Context: an optimization exercise on an open-source flow, tuned for small area, a short achievable clock period and few clock cycles. The choices shown serve that exercise and are no tape-out recipe. In this exercise RTL edits were held to simulation tests only and were not proved equivalent to the original. Power is estimated from default activity; no workload was simulated.

// mul16_top
module mul16_top (
  input  logic        clk,
  input  logic        rst,
  input  logic        wb_cyc,
  input  logic        wb_stb,
  input  logic        wb_we,
  input  logic [1:0]  wb_adr,
  input  logic [31:0] wb_dat_w,
  output logic [31:0] wb_dat_r,
  output logic        wb_ack
);
  logic        req;
  logic        accept;
  logic        busy_q;
  logic        done_q;
  logic [3:0]  ph_q;
  logic        rd_ops_q;
  logic        rd_prod_q;
  logic        rd_stat_q;
  logic [15:0] a;
  logic [15:0] b;
  logic [17:0] a3;
  logic [17:0] a3_in;
  logic [3:0]  nib;
  logic [1:0]  s1_q;
  logic [1:0]  s2_q;
  logic [1:0]  s3_q;
  logic [31:0] acc_q;
  logic [19:0] row_a;
  logic [19:0] row_b;
  logic [19:0] cg0;
  logic [19:0] cp0;
  logic [19:0] mac;
  logic pp1;
  logic pp2;
  logic pp3;
  logic pp4;
  logic pp5;
  logic pp6;
  logic pp7;
  logic pp8;
  logic pp9;
  logic pp10;
  logic pp11;
  logic pp12;
  logic pp13;
  logic pp14;
  logic pp15;
  logic pp16;
  logic pp17;
  logic pp18;
  logic pp19;
  logic pp20;
  logic pp21;
  logic pp22;
  logic pp23;
  logic pp24;
  logic pp25;
  logic pp26;
  logic pp27;
  logic pp28;
  logic pp29;
  logic pp30;
  logic pp31;
  logic pp32;
  logic pp33;
  logic pp34;
  logic pp35;
  logic pp36;
  logic ah37;
  logic ah38;
  logic ah39;
  logic ah40;
  logic ah41;
  logic ah42;
  logic ah43;
  logic ah44;
  logic ah45;
  logic ah46;
  logic ah47;
  logic ah48;
  logic ah49;
  logic ah50;
  logic ah51;
  logic ah52;
  logic hs53;
  logic hc54;
  logic fs55;
  logic fc56;
  logic fs57;
  logic fc58;
  logic fs59;
  logic fc60;
  logic fs61;
  logic fc62;
  logic fs63;
  logic fc64;
  logic fs65;
  logic fc66;
  logic fs67;
  logic fc68;
  logic fs69;
  logic fc70;
  logic fs71;
  logic fc72;
  logic fs73;
  logic fc74;
  logic fs75;
  logic fc76;
  logic fs77;
  logic fc78;
  logic fs79;
  logic fc80;
  logic hs81;
  logic hc82;
  logic hs83;
  logic hc84;
  logic xg1;
  logic xg2;
  logic xp2;
  logic xg3;
  logic xp3;
  logic xg4;
  logic xp4;
  logic xg5;
  logic xp5;
  logic xg6;
  logic xp6;
  logic xg7;
  logic xp7;
  logic xg8;
  logic xp8;
  logic xg9;
  logic xp9;
  logic xg10;
  logic xp10;
  logic xg11;
  logic xp11;
  logic xg12;
  logic xp12;
  logic xg13;
  logic xp13;
  logic xg14;
  logic xp14;
  logic xg15;
  logic xp15;
  logic xg16;
  logic xp16;
  logic xg17;
  logic xp17;
  logic xg18;
  ...
export LEC_CHECK = 0
export CAP_MARGIN = 20
export CELL_PAD_IN_SITES_DETAIL_PLACEMENT = 1
export CORE_MARGIN = 2
export CORE_UTILIZATION = 40
export SETUP_SLACK_MARGIN = 3.6
export SLEW_MARGIN = 20
export TNS_END_PERCENT = 5
create_clock -name core_clock -period 6.5 [get_ports {clk}]
standard.sh (not shown) runs the stock make flow with config.mk's settings and CLKGATE_MAP_FILE= SYNTH_SCRIPT=/design/flow/synth_recipe.tcl, a recipe that flattens the netlist after the stock synthesis.
==> flow/flow/run.sh <==
#!/bin/bash
# The standard layout (standard.sh) with two changes:
#  - ports are buffered with sky130_fd_sc_hd__buf_1 instead of the delay
#    buffer that buffer_ports picks by default;
#  - CTS uses small clock buffers and no dummy loads (the tree feeds ~80 flops).
# All tool output goes to standard_flow.log (and ORFS's own logs under orfs/).
set -euo pipefail
export BUFFER_PORTS_ARGS="-buffer_cell sky130_fd_sc_hd__buf_1"
export CTS_ARGS="-sink_clustering_enable -repair_clock_nets -dont_use_dummy_load -buf_list {sky130_fd_sc_hd__clkbuf_4 sky130_fd_sc_hd__clkbuf_8} -root_buf sky130_fd_sc_hd__clkbuf_8"
bash standard.sh "BUFFER_PORTS_ARGS=$BUFFER_PORTS_ARGS" "CTS_ARGS=$CTS_ARGS" finish > standard_flow.log 2>&1
The first run finished with timing, DRC and antenna clean.
Testbench counts at the start, summed over its fixed seeds: cycles 25,600.
==> next run, changes <==
--- a/flow/config.mk
+++ b/flow/config.mk
@@ -7,8 +7,8 @@
 export LEC_CHECK = 0
 export CAP_MARGIN = 20
-export CELL_PAD_IN_SITES_DETAIL_PLACEMENT = 1
 export CORE_MARGIN = 2
 export CORE_UTILIZATION = 40
-export SETUP_SLACK_MARGIN = 3.6
+export PLACE_DENSITY = 0.75
+export SETUP_SLACK_MARGIN = 3.4
 export SLEW_MARGIN = 20
-export TNS_END_PERCENT = 5
+export TNS_END_PERCENT = 20
=>
- The changed run finished with timing, DRC and antenna clean
- area after synthesis does not change
- fmax went up by a few percent
- count of clock-buffer cells in the layout stays the same
- register-to-register slack is better by 130 ps
- core utilization is lower by 1.4 points

---

Setup of v6:
Starting RTL as in the previous note.
clock: 6.5 ns
lec_check: 0
cap_margin: 20
core_margin: 2
core_utilization: 40
setup_slack_margin: 3.4
slew_margin: 20
tns_end_percent: 5
Scripts as last shown in full above: flow/flow/run.sh
Testbench counts of v6, summed over its fixed seeds: cycles 25,600.
Relative to v6, the following input files were edited for v7:
# v6
export LEC_CHECK = 0
export CAP_MARGIN = 20
export CORE_MARGIN = 2
export CORE_UTILIZATION = 40
export SETUP_SLACK_MARGIN = 3.4
export SLEW_MARGIN = 20
export TNS_END_PERCENT = 5
create_clock -name core_clock -period 6.5 [get_ports {clk}]
# v7
export LEC_CHECK = 0
export CAP_MARGIN = 20
export CORE_MARGIN = 2
export CORE_UTILIZATION = 60
export SETUP_SLACK_MARGIN = 2.0
export SLEW_MARGIN = 20
create_clock -name core_clock -period 6.5 [get_ports {clk}]
==> run summary <==
- Looking at launch point of the critical path, the s3_q[1] result is from v7; the a[3] one comes from v6.
- v7 completed every stage of the flow, and the final layout passed the timing, DRC and antenna checks.
- Diff v6..v7 | sequential cell count | unchanged
- v6 → v7: hold slack +0.0059 ns, proportion of power drawn by the clock network grew by 0.3 points, internal power summed over all cells held steady.
- Between v7 and v6, it is v7 whose post-layout instance area is lower, by 2.5%.

---

mul16_top again, from the RTL that the note above started with.
==> flow/config.mk <==
export PLATFORM = sky130hd
export DESIGN_NAME = mul16_top
export DESIGN_NICKNAME = mul16_top
export VERILOG_FILES = /design/flow/design.v
export SDC_FILE = /design/flow/constraint.sdc
export NUM_CORES = 4
export LEC_CHECK = 0
export CAP_MARGIN = 20
export CORE_MARGIN = 2
export CORE_UTILIZATION = 40
export SETUP_SLACK_MARGIN = 3.4
export SLEW_MARGIN = 20
export TNS_END_PERCENT = 20
==> flow/constraint.sdc <==
create_clock -name core_clock -period 6.5 [get_ports {clk}]
set_input_delay 1.3000 -clock core_clock [delete_from_list [all_inputs] [get_ports {clk}]]
set_output_delay 1.3000 -clock core_clock [all_outputs]
set_load 0.01 [all_outputs]
==> flow/flow/run.sh <==
#!/bin/bash
# The standard layout (standard.sh) with two changes:
#  - ports are buffered with sky130_fd_sc_hd__buf_1 instead of the delay
#    buffer that buffer_ports picks by default;
#  - CTS uses small clock buffers, larger sink clusters and no dummy loads
#    (the tree feeds ~100 flops).
# All tool output goes to standard_flow.log (and ORFS's own logs under orfs/).
set -euo pipefail
export BUFFER_PORTS_ARGS="-buffer_cell sky130_fd_sc_hd__buf_1"
export CTS_ARGS="-sink_clustering_enable -repair_clock_nets -dont_use_dummy_load -sink_clustering_size 30 -sink_clustering_max_diameter 80 -buf_list {sky130_fd_sc_hd__clkbuf_4 sky130_fd_sc_hd__clkbuf_8} -root_buf sky130_fd_sc_hd__clkbuf_8"
bash standard.sh "BUFFER_PORTS_ARGS=$BUFFER_PORTS_ARGS" "CTS_ARGS=$CTS_ARGS" finish > standard_flow.log 2>&1
Testbench counts at the start, summed over its fixed seeds: cycles 25,600.
Next try:
==> flow/flow/run.sh (replaced) <==
#!/bin/bash
# The standard layout (standard.sh) with two changes:
#  - ports are buffered with sky130_fd_sc_hd__buf_1 instead of the delay
#    buffer that buffer_ports picks by default;
#  - CTS uses small clock buffers and no dummy loads (the tree feeds ~80 flops).
# All tool output goes to standard_flow.log (and ORFS's own logs under orfs/).
set -euo pipefail
export BUFFER_PORTS_ARGS="-buffer_cell sky130_fd_sc_hd__buf_1"
export CTS_ARGS="-sink_clustering_enable -repair_clock_nets -dont_use_dummy_load -buf_list {sky130_fd_sc_hd__clkbuf_4 sky130_fd_sc_hd__clkbuf_8} -root_buf sky130_fd_sc_hd__clkbuf_8"
bash standard.sh "BUFFER_PORTS_ARGS=$BUFFER_PORTS_ARGS" "CTS_ARGS=$CTS_ARGS" finish > standard_flow.log 2>&1
SETUP_SLACK_MARGIN = 2.0   (was 3.4)
TNS_END_PERCENT = unset   (was 20)
Result: The changed run ran to the end with no violations. Routed wire length shrinks slightly. Worst setup slack is worse by 0.24 ns. Final area decreases by a few percent. Critical path depth shrinks by 1. Die area does not change. Register-to-register slack loses 0.24 ns. Non-clock buffer count goes down by 22. Count of clock-buffer cells in the layout does not change.
Next try:
==> flow/flow/run.sh (replaced) <==
#!/bin/bash
# The standard layout (standard.sh) with these changes:
#  - ports are buffered with sky130_fd_sc_hd__buf_1 instead of the delay
#    buffer that buffer_ports picks by default;
#  - CTS uses small clock buffers, larger sink clusters and no dummy loads
#    (the tree feeds ~100 flops);
#  - after global routing, gates off the critical paths are downsized
#    (RECOVER_POWER), which also trims cell area.
# All tool output goes to standard_flow.log (and ORFS's own logs under orfs/).
set -euo pipefail
export BUFFER_PORTS_ARGS="-buffer_cell sky130_fd_sc_hd__buf_1"
export CTS_ARGS="-sink_clustering_enable -repair_clock_nets -dont_use_dummy_load -sink_clustering_size 25 -sink_clustering_max_diameter 60 -buf_list {sky130_fd_sc_hd__clkbuf_4 sky130_fd_sc_hd__clkbuf_8} -root_buf sky130_fd_sc_hd__clkbuf_8"
export RECOVER_POWER=100
bash standard.sh "BUFFER_PORTS_ARGS=$BUFFER_PORTS_ARGS" "CTS_ARGS=$CTS_ARGS" "RECOVER_POWER=$RECOVER_POWER" finish > standard_flow.log 2>&1
=> This time the run finished with max-capacitance violations, max-slew violations left; combinational power is about the same; routed wire length barely changes; non-clock buffer count stays the same; sequential share of layout area climbs by 0.16 points; clock skew is about the same; critical path depth came out lower by 6; fmax shrinks by roughly a tenth; clock-buffer cell count stays the same; cell area falls slightly.
Next try:
==> flow/flow/run.sh (replaced) <==
#!/bin/bash
# The standard layout (standard.sh) with two changes:
#  - ports are buffered with sky130_fd_sc_hd__buf_1 instead of the delay
#    buffer that buffer_ports picks by default;
#  - CTS uses small clock buffers and no dummy loads (the tree feeds ~80 flops).
# All tool output goes to standard_flow.log (and ORFS's own logs under orfs/).
set -euo pipefail
export BUFFER_PORTS_ARGS="-buffer_cell sky130_fd_sc_hd__buf_1"
export CTS_ARGS="-sink_clustering_enable -repair_clock_nets -dont_use_dummy_load -buf_list {sky130_fd_sc_hd__clkbuf_4 sky130_fd_sc_hd__clkbuf_8} -root_buf sky130_fd_sc_hd__clkbuf_8"
bash standard.sh "BUFFER_PORTS_ARGS=$BUFFER_PORTS_ARGS" "CTS_ARGS=$CTS_ARGS" finish > standard_flow.log 2>&1
SETUP_SLACK_MARGIN = 3.0   (was 2.0)
Result: The new run completed without violations; sequential cell count stays the same; sequential share of layout area decreases by 0.10 points; critical path depth came out higher by 7; total power drops by 0.52%; die area is unchanged; worst setup slack gets better by 0.61 ns; sequential power barely changes; hold slack got worse by 0.0088 ns; final cell count does not change; combinational power barely changes; clock power goes down by about 3%.
Next try:
SETUP_SLACK_MARGIN = 3.8   (was 3.0)
TNS_END_PERCENT = 10   (was unset)
Result: Register-to-register slack improved by 0.11 ns. Worst setup slack is better by 0.11 ns. First-iteration DRC count went up by 18%. Fmax rises by 3.5%. Global-route usage came out higher by 0.15 points. Core utilization rises by 1.9 points. Wire length climbs by 3.5%. Hold slack gains 0.012 ns. Area after synthesis stays the same. Die area does not change. Clock skew is higher by 0.012 ns.
Next try:
CORE_UTILIZATION = 50   (was 40)
SETUP_SLACK_MARGIN = 3.4   (was 3.8)
TNS_END_PERCENT = 20   (was 10)
The new run ran to the end with no violations.
Sequential cell count does not change.
Synthesized cell count is unchanged.
Final area shrinks by 0.77%.
Sequential power hardly moves.
Hold slack gets worse by 0.019 ns.
Global-route usage grows by 5.0 points.
Setup slack improved by 0.016 ns.
Combinational power is about the same.
Die area falls by 19%.
Final cell count decreases by 4.4%.

## what the ideal ports hide
In the flow no input, the clock included, has a driving cell. The finished layouts below were timed again as built, in two steps. Step 1 sets driving cells, clkbuf_16 on the clock port and buf_2 on the other inputs (assumed; they add their load-dependent delay and slew). Step 2 times the ports against the registers' clock, not the clock port: input delays grow and output delays shrink by t, the midpoint of the rising clock arrivals with the driver on. Three values: no drivers, after step 1, after step 2; two values: the first two.
run | t, ns | setup WS [ns] | slew at the worst register clock pin (ns) | worst slew at a driven data input, ns | pins driven straight from the clock port
the first run of note 1 | 0.406 | 3.218 / 3.218 / 3.078 | 0.09 / 0.09 | 0.04 | 1
the second run of note 1 | 0.408 | 3.348 / 3.348 / 3.003 | 0.09 / 0.09 | 0.04 | 1
v6 | 0.398 | 3.320 / 3.320 / 3.042 | 0.09 / 0.09 | 0.04 | 1
v7 | 0.393 | 3.043 / 3.043 / 2.830 | 0.09 / 0.09 | 0.05 | 1
the first run of note 3 | 0.399 | 3.384 / 3.384 / 3.066 | 0.09 / 0.09 | 0.04 | 1
the second run of note 3 | 0.397 | 3.145 / 3.145 / 2.983 | 0.10 / 0.10 | 0.04 | 1
the third run of note 3 | 0.398 | 2.600 / 2.566 / 2.898 | 0.10 / 0.10 | 0.04 | 1
the fourth run of note 3 | 0.398 | 3.207 / 3.207 / 3.066 | 0.09 / 0.09 | 0.04 | 1
the fifth run of note 3 | 0.406 | 3.318 / 3.318 / 3.075 | 0.10 / 0.10 | 0.04 | 1
the sixth run of note 3 | 0.391 | 3.333 / 3.333 / 3.034 | 0.10 / 0.10 | 0.03 | 1
The setup slack of the second run of note 1, which loses most, moves by 0.000 ns with the drivers and by -0.345 ns with both steps.
